Background: an optimization exercise with open tools, aiming at small area and a short achievable clock period. Do not read the settings as production practice. Only simulation tests tie the RTL to the original design; equivalence was not proved. No activity file was given, so power comes from the tool's default toggle rates.

===== design/flow/design.v =====
package gfx_reg_pkg;
  typedef enum logic [8-1:0]
  {
    CONTROL       = 8'h00,
    STATUS        = 8'h04,
    TARGET_BASE   = 8'h08,
    TARGET_SIZE_X = 8'h0C,
    TARGET_SIZE_Y = 8'h10,
    DEST_X        = 8'h14,
    DEST_Y        = 8'h18,
    COLOR0        = 8'h1C,
    ALPHA         = 8'h20
  } gfx_reg_e;
  localparam int POINT_W = 16;
  localparam int CTRL_DEPTH_LSB = 0;
  localparam int CTRL_DEPTH_W   = 2;
  localparam int CTRL_BLEND_BIT = 2;
  localparam int CTRL_RECT_BIT  = 8;
  localparam int CTRL_LINE_BIT  = 9;
  localparam int CTRL_POINT_BIT = 10;
  typedef struct packed
  {
    logic [15:0] count;
    logic [14:0] reserved;
    logic        busy;
  } gfx_status_t;
endpackage
package gfx_ctrl_pkg;
  typedef enum logic
  {
    IDLE = 1'b0,
    BUSY = 1'b1
  } gfx_seq_state_e;
  typedef enum logic [1:0]
  {
    NONE  = 2'd0,
    RECT  = 2'd1,
    LINE  = 2'd2,
    POINT = 2'd3
  } gfx_draw_cmd_e;
endpackage
module gfx_wb_slave
(
  input  logic                     wbs_clk_i,
  input  logic                     rst_i,
  input  logic                     cs_i,
  input  logic                     cyc_i,
  input  logic                     stb_i,
  input  logic                     we_i,
  input  logic [3:0]               sel_i,
  input  logic [8-1:0]    adr_i,
  input  logic [32-1:0]   dat_i,
  output logic                     ack_o,
  output logic                     err_o,
  output logic [32-1:0]   dat_o,
  output gfx_reg_pkg::gfx_reg_e    rd_adr_o,
  input  logic [32-1:0]   rd_dat_i,
  output logic                     enq_valid_o,
  input  logic                     enq_ready_i,
  output logic [8-1:0]    enq_adr_o,
  output logic [32-1:0]   enq_dat_o
);
  logic                   acc;
  logic                   acc32;
  logic                   wr_acc;
  logic                   rd_acc;
  logic                   rd_ack_q;
  logic [32-1:0] rd_dat_q;
  logic [8-1:0]  word_adr;
  assign acc    = cs_i & cyc_i & stb_i;
  assign acc32  = (sel_i == 4'hF);
  assign wr_acc = acc & acc32 & we_i;
  assign rd_acc = acc & acc32 & ~we_i;
  assign word_adr = {adr_i[8-1:2], 2'b00};
  assign rd_adr_o = gfx_reg_pkg::gfx_reg_e'(word_adr);
  assign enq_valid_o = wr_acc;
  assign enq_adr_o   = word_adr;
  assign enq_dat_o   = dat_i;
  always_ff @(posedge wbs_clk_i)
  begin
    if (rst_i)
      rd_ack_q <= 1'b0;
    else
      rd_ack_q <= rd_acc & ~rd_ack_q;
  end
  always_ff @(posedge wbs_clk_i)
  begin
    rd_dat_q <= rd_dat_i;
  end
  assign ack_o = (wr_acc & enq_ready_i) | (rd_ack_q & rd_acc);
  assign err_o = acc & ~acc32;
  assign dat_o = rd_ack_q ? rd_dat_q : '0;
endmodule
module gfx_instr_fifo
#(
  parameter int ADDR_W = 4
)
(
  input  logic            wbs_clk_i,
  input  logic            rst_i,
  input  logic                   enq_valid_i,
  output logic                   enq_ready_o,
  input  logic [8-1:0]  enq_adr_i,
  input  logic [32-1:0] enq_dat_i,
  output logic                   deq_valid_o,
  input  logic                   deq_ready_i,
  output logic [8-1:0]  deq_adr_o,
  output logic [32-1:0] deq_dat_o,
  output logic [ADDR_W:0] count_o
);
  localparam int DEPTH = 2 ** ADDR_W;
  logic [8-1:0]  adr_mem [DEPTH];
  logic [32-1:0] dat_mem [DEPTH];
  logic [ADDR_W-1:0]      wr_ptr;
  logic [ADDR_W-1:0]      rd_ptr;
  logic                   push;
  logic                   pop;
  assign enq_ready_o = (count_o != (ADDR_W+1)'(DEPTH));
  assign deq_valid_o = (count_o != '0);
  assign push = enq_valid_i & enq_ready_o;
  assign pop  = deq_valid_o & deq_ready_i;
  assign deq_adr_o = adr_mem[rd_ptr];
  assign deq_dat_o = dat_mem[rd_ptr];
  always_ff @(posedge wbs_clk_i)
  begin
    if (push)
    begin
      adr_mem[wr_ptr] <= enq_adr_i;
      dat_mem[wr_ptr] <= enq_dat_i;
    end
  end
  always_ff @(posedge wbs_clk_i)
  begin
    if (rst_i)
    begin
      wr_ptr  <= '0;
      rd_ptr  <= '0;
      count_o <= '0;
    end
    else
    begin
      if (push)
        wr_ptr <= wr_ptr + 1'b1;
      if (pop)
        rd_ptr <= rd_ptr + 1'b1;
      case ({push, pop})
        2'b10:   count_o <= count_o + 1'b1;
        2'b01:   count_o <= count_o - 1'b1;
        default: count_o <= count_o;
      endcase
    end
  end
endmodule
module gfx_reg_file
(
  input  logic                                    wbs_clk_i,
  input  logic                                    rst_i,
  input  logic                                    deq_valid_i,
  output logic                                    deq_ready_o,
  input  logic [8-1:0]                   deq_adr_i,
  input  logic [32-1:0]                  deq_dat_i,
  input  logic                                    drain_ready_i,
  input  gfx_reg_pkg::gfx_reg_e                   rd_adr_i,
  output logic [32-1:0]                  rd_dat_o,
  input  logic                                    busy_i,
  input  logic [4:0]                   fifo_count_i,
  output logic                                    cmd_active_o,
  output gfx_ctrl_pkg::gfx_draw_cmd_e             draw_cmd_o,
  output logic [32-1:0]                  target_base_o,
  output logic [gfx_reg_pkg::POINT_W-1:0]         target_size_x_o,
  output logic [gfx_reg_pkg::POINT_W-1:0]         target_size_y_o,
  output logic [32-1:0]                  dest_x_o,
  output logic [32-1:0]                  dest_y_o,
  output logic [32-1:0]                  color0_o,
  output logic [7:0]                              global_alpha_o,
  output logic [gfx_reg_pkg::CTRL_DEPTH_W-1:0]    color_depth_o,
  output logic                                    blending_enable_o
);
  logic [32-1:0] control_reg;
  logic [32-1:0] target_base_reg;
  logic [32-1:0] target_size_x_reg;
  logic [32-1:0] target_size_y_reg;
  logic [32-1:0] dest_x_reg;
  logic [32-1:0] dest_y_reg;
  logic [32-1:0] color0_reg;
  logic [32-1:0] alpha_reg;
  gfx_reg_pkg::gfx_status_t status;
  assign deq_ready_o = drain_ready_i;
  always_ff @(posedge wbs_clk_i)
  begin
    if (rst_i)
    begin
      control_reg       <= 32'h0000_0001;
      target_base_reg   <= '0;
      target_size_x_reg <= '0;
      target_size_y_reg <= '0;
      dest_x_reg        <= '0;
      dest_y_reg        <= '0;
      color0_reg        <= '0;
      alpha_reg         <= 32'hffff_ffff;
    end
    else
    begin
      control_reg[gfx_reg_pkg::CTRL_POINT_BIT:gfx_reg_pkg::CTRL_RECT_BIT] <= '0;
      if (deq_valid_i & deq_ready_o)
      begin
        case (deq_adr_i)
          gfx_reg_pkg::CONTROL:       control_reg       <= deq_dat_i;
          gfx_reg_pkg::TARGET_BASE:   target_base_reg   <= deq_dat_i;
          gfx_reg_pkg::TARGET_SIZE_X: target_size_x_reg <= deq_dat_i;
          gfx_reg_pkg::TARGET_SIZE_Y: target_size_y_reg <= deq_dat_i;
          gfx_reg_pkg::DEST_X:        dest_x_reg        <= deq_dat_i;
          gfx_reg_pkg::DEST_Y:        dest_y_reg        <= deq_dat_i;
          gfx_reg_pkg::COLOR0:        color0_reg        <= deq_dat_i;
          gfx_reg_pkg::ALPHA:         alpha_reg         <= deq_dat_i;
          default:       ;
        endcase
      end
    end
  end
  assign cmd_active_o = |control_reg[gfx_reg_pkg::CTRL_POINT_BIT:gfx_reg_pkg::CTRL_RECT_BIT];
  always_comb
  begin
    if (control_reg[gfx_reg_pkg::CTRL_RECT_BIT])
      draw_cmd_o = gfx_ctrl_pkg::RECT;
    else if (control_reg[gfx_reg_pkg::CTRL_LINE_BIT])
      draw_cmd_o = gfx_ctrl_pkg::LINE;
    else if (control_reg[gfx_reg_pkg::CTRL_POINT_BIT])
      draw_cmd_o = gfx_ctrl_pkg::POINT;
    else
      draw_cmd_o = gfx_ctrl_pkg::NONE;
  end
  always_comb
  begin
    status          = '0;
    status.busy     = busy_i;
    status.count    = 16'(fifo_count_i);
  end
  always_comb
  begin
    case (rd_adr_i)
      gfx_reg_pkg::CONTROL:       rd_dat_o = control_reg;
      gfx_reg_pkg::STATUS:        rd_dat_o = status;
      gfx_reg_pkg::TARGET_BASE:   rd_dat_o = target_base_reg;
      gfx_reg_pkg::TARGET_SIZE_X: rd_dat_o = target_size_x_reg;
      gfx_reg_pkg::TARGET_SIZE_Y: rd_dat_o = target_size_y_reg;
      gfx_reg_pkg::DEST_X:        rd_dat_o = dest_x_reg;
      gfx_reg_pkg::DEST_Y:        rd_dat_o = dest_y_reg;
      gfx_reg_pkg::COLOR0:        rd_dat_o = color0_reg;
      gfx_reg_pkg::ALPHA:         rd_dat_o = alpha_reg;
      default:       rd_dat_o = '0;
    endcase
  end
  assign target_base_o     = target_base_reg;
  assign target_size_x_o   = target_size_x_reg[gfx_reg_pkg::POINT_W-1:0];
  assign target_size_y_o   = target_size_y_reg[gfx_reg_pkg::POINT_W-1:0];
  assign dest_x_o          = dest_x_reg;
  assign dest_y_o          = dest_y_reg;
  assign color0_o          = color0_reg;
  assign global_alpha_o    = alpha_reg[7:0];
  assign color_depth_o     = control_reg[gfx_reg_pkg::CTRL_DEPTH_LSB +: gfx_reg_pkg::CTRL_DEPTH_W];
  assign blending_enable_o = control_reg[gfx_reg_pkg::CTRL_BLEND_BIT];
endmodule
module gfx_cmd_sequencer
(
  input  logic                         wbs_clk_i,
  input  logic                         rst_i,
  input  gfx_ctrl_pkg::gfx_draw_cmd_e  draw_cmd_i,
  input  logic                         cmd_active_i,
  input  logic                         pipeline_ack_i,
  output logic                         drain_ready_o,
  output logic                         busy_o,
  input  logic                         writer_sint_i,
  input  logic                         reader_sint_i,
  output logic                         inta_o
);
  gfx_ctrl_pkg::gfx_seq_state_e state;
  always_ff @(posedge wbs_clk_i)
  begin
    if (rst_i)
      state <= gfx_ctrl_pkg::IDLE;
    else
    begin
      case (state)
        gfx_ctrl_pkg::IDLE:
        begin
          if (draw_cmd_i != gfx_ctrl_pkg::NONE)
            state <= gfx_ctrl_pkg::BUSY;
        end
        gfx_ctrl_pkg::BUSY:
        begin
          if (pipeline_ack_i)
            state <= gfx_ctrl_pkg::IDLE;
        end
      endcase
    end
  end
  assign busy_o = (state == gfx_ctrl_pkg::BUSY);
  assign drain_ready_o = (state == gfx_ctrl_pkg::IDLE) & ~cmd_active_i;
  always_ff @(posedge wbs_clk_i)
  begin
    if (rst_i)
      inta_o <= 1'b0;
    else
      inta_o <= writer_sint_i | reader_sint_i;
  end
endmodule
module gfx_wbs_top
(
  input  logic                                  wbs_clk_i,
  input  logic                                  rst_i,
  input  logic                                  cs_i,
  input  logic                                  cyc_i,
  input  logic                                  stb_i,
  input  logic                                  we_i,
  input  logic [3:0]                            sel_i,
  input  logic [8-1:0]                 adr_i,
  input  logic [32-1:0]                dat_i,
  output logic                                  ack_o,
  output logic                                  err_o,
  output logic [32-1:0]                dat_o,
  input  logic                                  pipeline_ack_i,
  input  logic                                  writer_sint_i,
  input  logic                                  reader_sint_i,
  output logic                                  inta_o,
  output logic [32-1:0]                target_base_o,
  output logic [gfx_reg_pkg::POINT_W-1:0]       target_size_x_o,
  output logic [gfx_reg_pkg::POINT_W-1:0]       target_size_y_o,
  output logic [32-1:0]                dest_x_o,
  output logic [32-1:0]                dest_y_o,
  output logic [32-1:0]                color0_o,
  output logic [7:0]                            global_alpha_o,
  output logic [gfx_reg_pkg::CTRL_DEPTH_W-1:0]  color_depth_o,
  output logic                                  blending_enable_o,
  output logic                                  rect_write_o,
  output logic                                  line_write_o,
  output logic                                  point_write_o
);
  gfx_reg_pkg::gfx_reg_e  rd_adr;
  logic [32-1:0] rd_dat;
  logic [4:0]  fifo_count;
  logic                   cmd_active;
  logic                   busy;
  logic                   drain_ready;
  gfx_ctrl_pkg::gfx_draw_cmd_e draw_cmd;
  logic                   enq_valid;
  logic                   enq_ready;
  logic [8-1:0]  enq_adr;
  logic [32-1:0] enq_dat;
  logic                   deq_valid;
  logic                   deq_ready;
  logic [8-1:0]  deq_adr;
  logic [32-1:0] deq_dat;
  gfx_wb_slave u_wb_slave
  (
    .wbs_clk_i (wbs_clk_i),
    .rst_i     (rst_i),
    .cs_i      (cs_i),
    .cyc_i     (cyc_i),
    .stb_i     (stb_i),
    .we_i      (we_i),
    .sel_i     (sel_i),
    .adr_i     (adr_i),
    .dat_i     (dat_i),
    .ack_o     (ack_o),
    .err_o     (err_o),
    .dat_o     (dat_o),
    .rd_adr_o  (rd_adr),
    .rd_dat_i  (rd_dat),
    .enq_valid_o (enq_valid),
    .enq_ready_i (enq_ready),
    .enq_adr_o   (enq_adr),
    .enq_dat_o   (enq_dat)
  );
  gfx_instr_fifo #(.ADDR_W(4)) u_instr_fifo
  (
    .wbs_clk_i (wbs_clk_i),
    .rst_i     (rst_i),
    .enq_valid_i (enq_valid),
    .enq_ready_o (enq_ready),
    .enq_adr_i   (enq_adr),
    .enq_dat_i   (enq_dat),
    .deq_valid_o (deq_valid),
    .deq_ready_i (deq_ready),
    .deq_adr_o   (deq_adr),
    .deq_dat_o   (deq_dat),
    .count_o   (fifo_count)
  );
  gfx_reg_file u_reg_file
  (
    .wbs_clk_i         (wbs_clk_i),
    .rst_i             (rst_i),
    .deq_valid_i       (deq_valid),
    .deq_ready_o       (deq_ready),
    .deq_adr_i         (deq_adr),
    .deq_dat_i         (deq_dat),
    .drain_ready_i     (drain_ready),
    .rd_adr_i          (rd_adr),
    .rd_dat_o          (rd_dat),
    .busy_i            (busy),
    .fifo_count_i      (fifo_count),
    .cmd_active_o      (cmd_active),
    .draw_cmd_o        (draw_cmd),
    .target_base_o     (target_base_o),
    .target_size_x_o   (target_size_x_o),
    .target_size_y_o   (target_size_y_o),
    .dest_x_o          (dest_x_o),
    .dest_y_o          (dest_y_o),
    .color0_o          (color0_o),
    .global_alpha_o    (global_alpha_o),
    .color_depth_o     (color_depth_o),
    .blending_enable_o (blending_enable_o)
  );
  gfx_cmd_sequencer u_cmd_sequencer
  (
    .wbs_clk_i      (wbs_clk_i),
    .rst_i          (rst_i),
    .draw_cmd_i     (draw_cmd),
    .cmd_active_i   (cmd_active),
    .pipeline_ack_i (pipeline_ack_i),
    .drain_ready_o  (drain_ready),
    .busy_o         (busy),
    .writer_sint_i  (writer_sint_i),
    .reader_sint_i  (reader_sint_i),
    .inta_o         (inta_o)
  );
  assign rect_write_o  = (draw_cmd == gfx_ctrl_pkg::RECT);
  assign line_write_o  = (draw_cmd == gfx_ctrl_pkg::LINE);
  assign point_write_o = (draw_cmd == gfx_ctrl_pkg::POINT);
endmodule

===== design/flow/run.sh =====
#!/bin/bash
# synth_recipe.tcl (not shown) runs the flow's synth.tcl, then flattens the netlist and writes it again
# the make line also repeats each setting of config.mk as NAME=value (left out here)
make -C /OpenROAD-flow-scripts/flow DESIGN_CONFIG=/design/flow/config.mk WORK_HOME=/design/flow/orfs CLKGATE_MAP_FILE= SYNTH_SCRIPT=/design/flow/synth_recipe.tcl finish

===== design/flow/config.mk =====
export PLATFORM = sky130hd
export DESIGN_NAME = gfx_wbs_top
export DESIGN_NICKNAME = gfx_wbs_top
export VERILOG_FILES = /design/flow/design.v
export SDC_FILE = /design/flow/constraint.sdc
export NUM_CORES = 4
export LEC_CHECK = 0
export CAP_MARGIN = 20
export CORE_MARGIN = 2
export CORE_UTILIZATION = 40
export SLEW_MARGIN = 20

===== design/flow/constraint.sdc =====
create_clock -name core_clock -period 6.0 [get_ports {wbs_clk_i}]
set_input_delay 1.2000 -clock core_clock [delete_from_list [all_inputs] [get_ports {wbs_clk_i}]]
set_output_delay 1.2000 -clock core_clock [all_outputs]
set_load 0.01 [all_outputs]

==> key figures <==
Finish
  – Area growth syn-to-layout: 18.3%
  – Register with the highest flop count: u_instr_fifo.dat_mem
  – Layout cell share with drive strength beyond 1: 17.2%
  – Fin nets: 2557
  – Layout Utilization: 47.7%
  – Cell area after layout: about 0.044 mm2
  – Largest registers in the final layout: u_instr_fifo.dat_mem: 512 flops, u_instr_fifo.adr_mem: 96 flops
  – Most used cells in the layout excluding fill and tap cells: 608 x edfxtp_1, 305 x dfxtp_1, 284 x mux2i_1
  – Count of fill cells added during filler insertion: 7662
  – Flip-flop count of the largest register after layout: 512
  – Final instance count without filler cells: approximately 3800
  – Leading cell type in the layout, fill and taps excluded: edfxtp_1

STA
  – Post-route clock period utilization: 74.9%
  – Final count of pins violating max slew: 0
  – Relative max-transition margin: 25.8%
  – Minimum clock period: roughly 4.5 ns
  – Setup repair after global routing missed its margin: false
  – Slew at the pin closest to its max-slew limit: 1.11 ns
  – Worst Skew: 0.0206 ns
  – Final hold slack: 0.440 ns
  – Final Hold Vio Count: 0
  – Final sum of negative setup slack: 0 ns
  – Max frequency: 222 MHz
  – Setup slack after layout: approximately 1.5 ns
  – # setup viols final: 0

Floorplan
  – Full die area: 0.0948 mm2
  – Die Height: 308 um
  – Number of core rows: 111
  – Core Area: 0.0915 mm2
  – DIE WIDTH: 308 um
  – Effective utilization at floorplan: between 40% and 50%
  – Boundary Pins: roughly 260

Yosys
  – Main combinational cell family by area after synthesis: multiplexers
  – Count of cell types in the netlist: 54
  – Number of flops mapped to enable cells by yosys: 608
  – Share of the synthesized netlist area taken by xor and xnor gates: less than 1%
  – Share of flip-flops with an asynchronous set or reset after synthesis: 0%
  – Gate count of the mapped netlist: 2276
  – Mux cell area share after synthesis: 20.1%
  – Sequential share of the synthesized area: 66.1%
  – Total of warnings raised by yosys: 4
  – Compound-cell area share of the yosys netlist: 2.53%
  – Post-synthesis share of cell area spent on full adders, half adders and majority gates: less than 1%
  – Synthesized net count: about 2300
  – Synthesized cell area: ~0.037 mm2
  – Per-instance average area after synthesis: 16.2 um2
  – Main synth FF type: edfxtp_1
  – Share of synthesized cell area in and, or, nand and nor gates: under 10%
  – Total of flip-flops plus latches after synthesis: 916

Pwr
  – Cell area power density: about 360 mW/mm2
  – Max VDD drop: 0.272 mV
  – Reported leakage power: 14.7 nW
  – Design Power: 15.7 mW

Routing
  – Via count: 20500
  – Post-detailed-route DRC marker count: 0
  – Average vias per placed instance: between 5 and 6
  – DR pass1 iterations: 6
  – DR WL/cell: between 20 and 30 um
  – Remaining number of nets flagged by the antenna check after routing: 0
  – Total Routed Length: roughly 96000 um
  – Starting DRT DRC Count: 1957

Worst hold path
  – Kind of path behind the tightest hold check: reg -> reg

Worst setup path
  – Top fanout value on the critical path: 8
  – Critical-path top delay cell: clkdlybuf4s50_1
  – Critical path, cell by cell: clkdlybuf4s50_1 > and4_1 > nand4_1 > nor3b_1 > buf_4 > inv_1 > nand2_1 > clkdlybuf4s50_1
  – CP Data Required Time: 4.80 ns
  – Worst Path Buf+Inv: 4
  – Type of element launching the critical path: input pin
  – Critical path's largest stage delay: 0.54 ns
  – CP Class: in -> out
  – CP top delay family: buffers and inverters
  – Most repeated library cell on the critical path: clkdlybuf4s50_1
  – Critical path capture point type: output pin
  – Critical path data arrival time: 3.29 ns

Placed design
  – Number of placed instances, taps included: 3584
  – Cell area after placement: 0.0406 mm2
  – Placer Congestion: 0.782
  – HPWL after detailed placement: 56800 um
  – Port Buffers: about 260
  – Worst slack at placement: around 1.5 ns

Global route
  – Wire length of the first global-routing pass: 141000 um
  – Tot GR Track Use: 20.0%
  – Met1 track utilization from global routing: 26.8%
  – Pin count of the biggest net entering global routing: 162
  – Total global routing overflow: 0
  – Antenna violations before repair: 5
  – Met3 Track Usage GR: between 3 and 4%
  – Most used routing layer in global routing: met2
  – Via count of the first global-routing pass: ~21000
  – Global-route met2 utilization: 33.7%

Run
  – Count of max-cap constraint violations: 0

Clock tree
  – CTS tree: built
  – Clock net sink count: between 900 and 1000
  – Worst-skew pair later-pin latency: between 0.6 and 0.7 ns
  – Clock transition at the register clock pins on the worst setup and hold paths after CTS: 0.06 ns
  – Maximum root-to-sink buffer count: 3
  – H-tree level count: 3
  – Number of instances resized during post-cts repair: 0
  – Post CTS Setup Buffer Count: 0
  – Total of hold buffers inserted after clock tree synthesis: 0
  – CTS Buf Count: 95
  – Clock root buffer: clkbuf_16

Status
  – Result of the run: complete, no violations
kinds of logic after synthesis:
family / count (synthesis)
AOI/OAI and AO/OA: 134
buffers and inverters: 194
DFF: 916
xor gates and xnor gates: 11
adders and majority gates: 9
and+or+nand+nor: 512
muxes: 500
worst register-to-register path: stages, from the launching register on:
cell and delay, ns:
dfxtp_1 0.48, inv_2 0.57, buf_4 0.63, or3_1 0.22, a41o_1 0.27, and4_1 0.42, nand3_2 0.70, buf_4 0.55
mux2i_1 0.20
synth_stat cells, types with 5 or more instances:
master	count	area (um2)
a21oi_1	5	25.0
a222oi_1	21	210
a22oi_1	38	285
and2_1	35	219
buf_1	10	37.5
buf_2	14	70.1
buf_4	67	503
clkbuf_1	94	353
dfxtp_1	308	6170
edfxtp_1	608	18300
ha_1	9	113
inv_1	6	22.5
mux2_2	24	270
mux2i_1	284	2840
mux4_2	192	4320
nand2_1	53	199
nand2b_1	256	1600
nor2_1	101	379
nor3_1	11	55.1
nor4_1	13	81.3
o21ai_0	44	220
o21ai_1	6	30.0
or3_1	5	31.3
xor2_1	7	61.3
final cells by class:
cell class / instances / area, um2 / area share, %
multi-input combinational: 1166 / 11600 / 26.6
clock buffer: 127 / 2660 / 6.10
sequential: 916 / 24400 / 55.9
clock inverter: 41 / 403 / 0.922
antenna: 2 / 5.00 / 0.0115
inverter: 6 / 22.5 / 0.0515
tap: 1186 / 1480 / 3.40
timing repair buffer: 310 / 3040 / 6.97
layer usage:
| metal | wire length, um | share of wire [%] |
|---|---|---|
| met1 | 41700 | 44 |
| met2 | 47100 | 49 |
| met3 | 4910 | 5.1 |
| met4 | 1800 | 1.9 |
| met5 | 48 | 0.050 |
report_power, final:
part	internal (mW)	switching, mW	total, mW
clock network	3.37	2.42	5.80
logic	1.36	1.43	2.80
registers	6.84	0.276	7.11
total	11.6	4.13	15.7
worst paths after layout:
| path | startpoint | endpoint | slack (ns) | cells past startpoint |
|---|---|---|---|---|
| max reg2reg | register | u_reg_file.color0_reg[18] | 1.83 | 8 |
| min reg2reg | u_reg_file.alpha_reg[19] | u_wb_slave.rd_dat_q[19] | 0.44 | 2 |
| max | sel_i[3] | ack_o | 1.51 | 8 |
| min | u_reg_file.alpha_reg[19] | u_wb_slave.rd_dat_q[19] | 0.44 | 2 |

-- what the ideal ports hide --
The flow's constraints put no driver on any port. The routed layout listed below was extracted and timed again, unchanged, in two steps. Step 1: set_driving_cell puts a clkbuf_16 on wbs_clk_i and a buf_2 on each other input, an assumption about the parent block. Step 2 moves the port delays by t, midway between the first and last clock arrival at a register: inputs arrive t later, outputs are due t later. That takes back most of the time a late clock gives input paths. Three values: ideal, step 1, step 2; two values: the first two.
t (ns): 0.711
slack for setup (ns): 1.505 / 1.481 / 1.481
slew at the worst register clock pin (ns): 0.06 / 0.06
cell pins on the clock port's net: 1
After both steps this run still meets setup and hold. For this run, drivers alone change the setup slack by -0.024 ns; drivers and shift together by -0.024 ns.
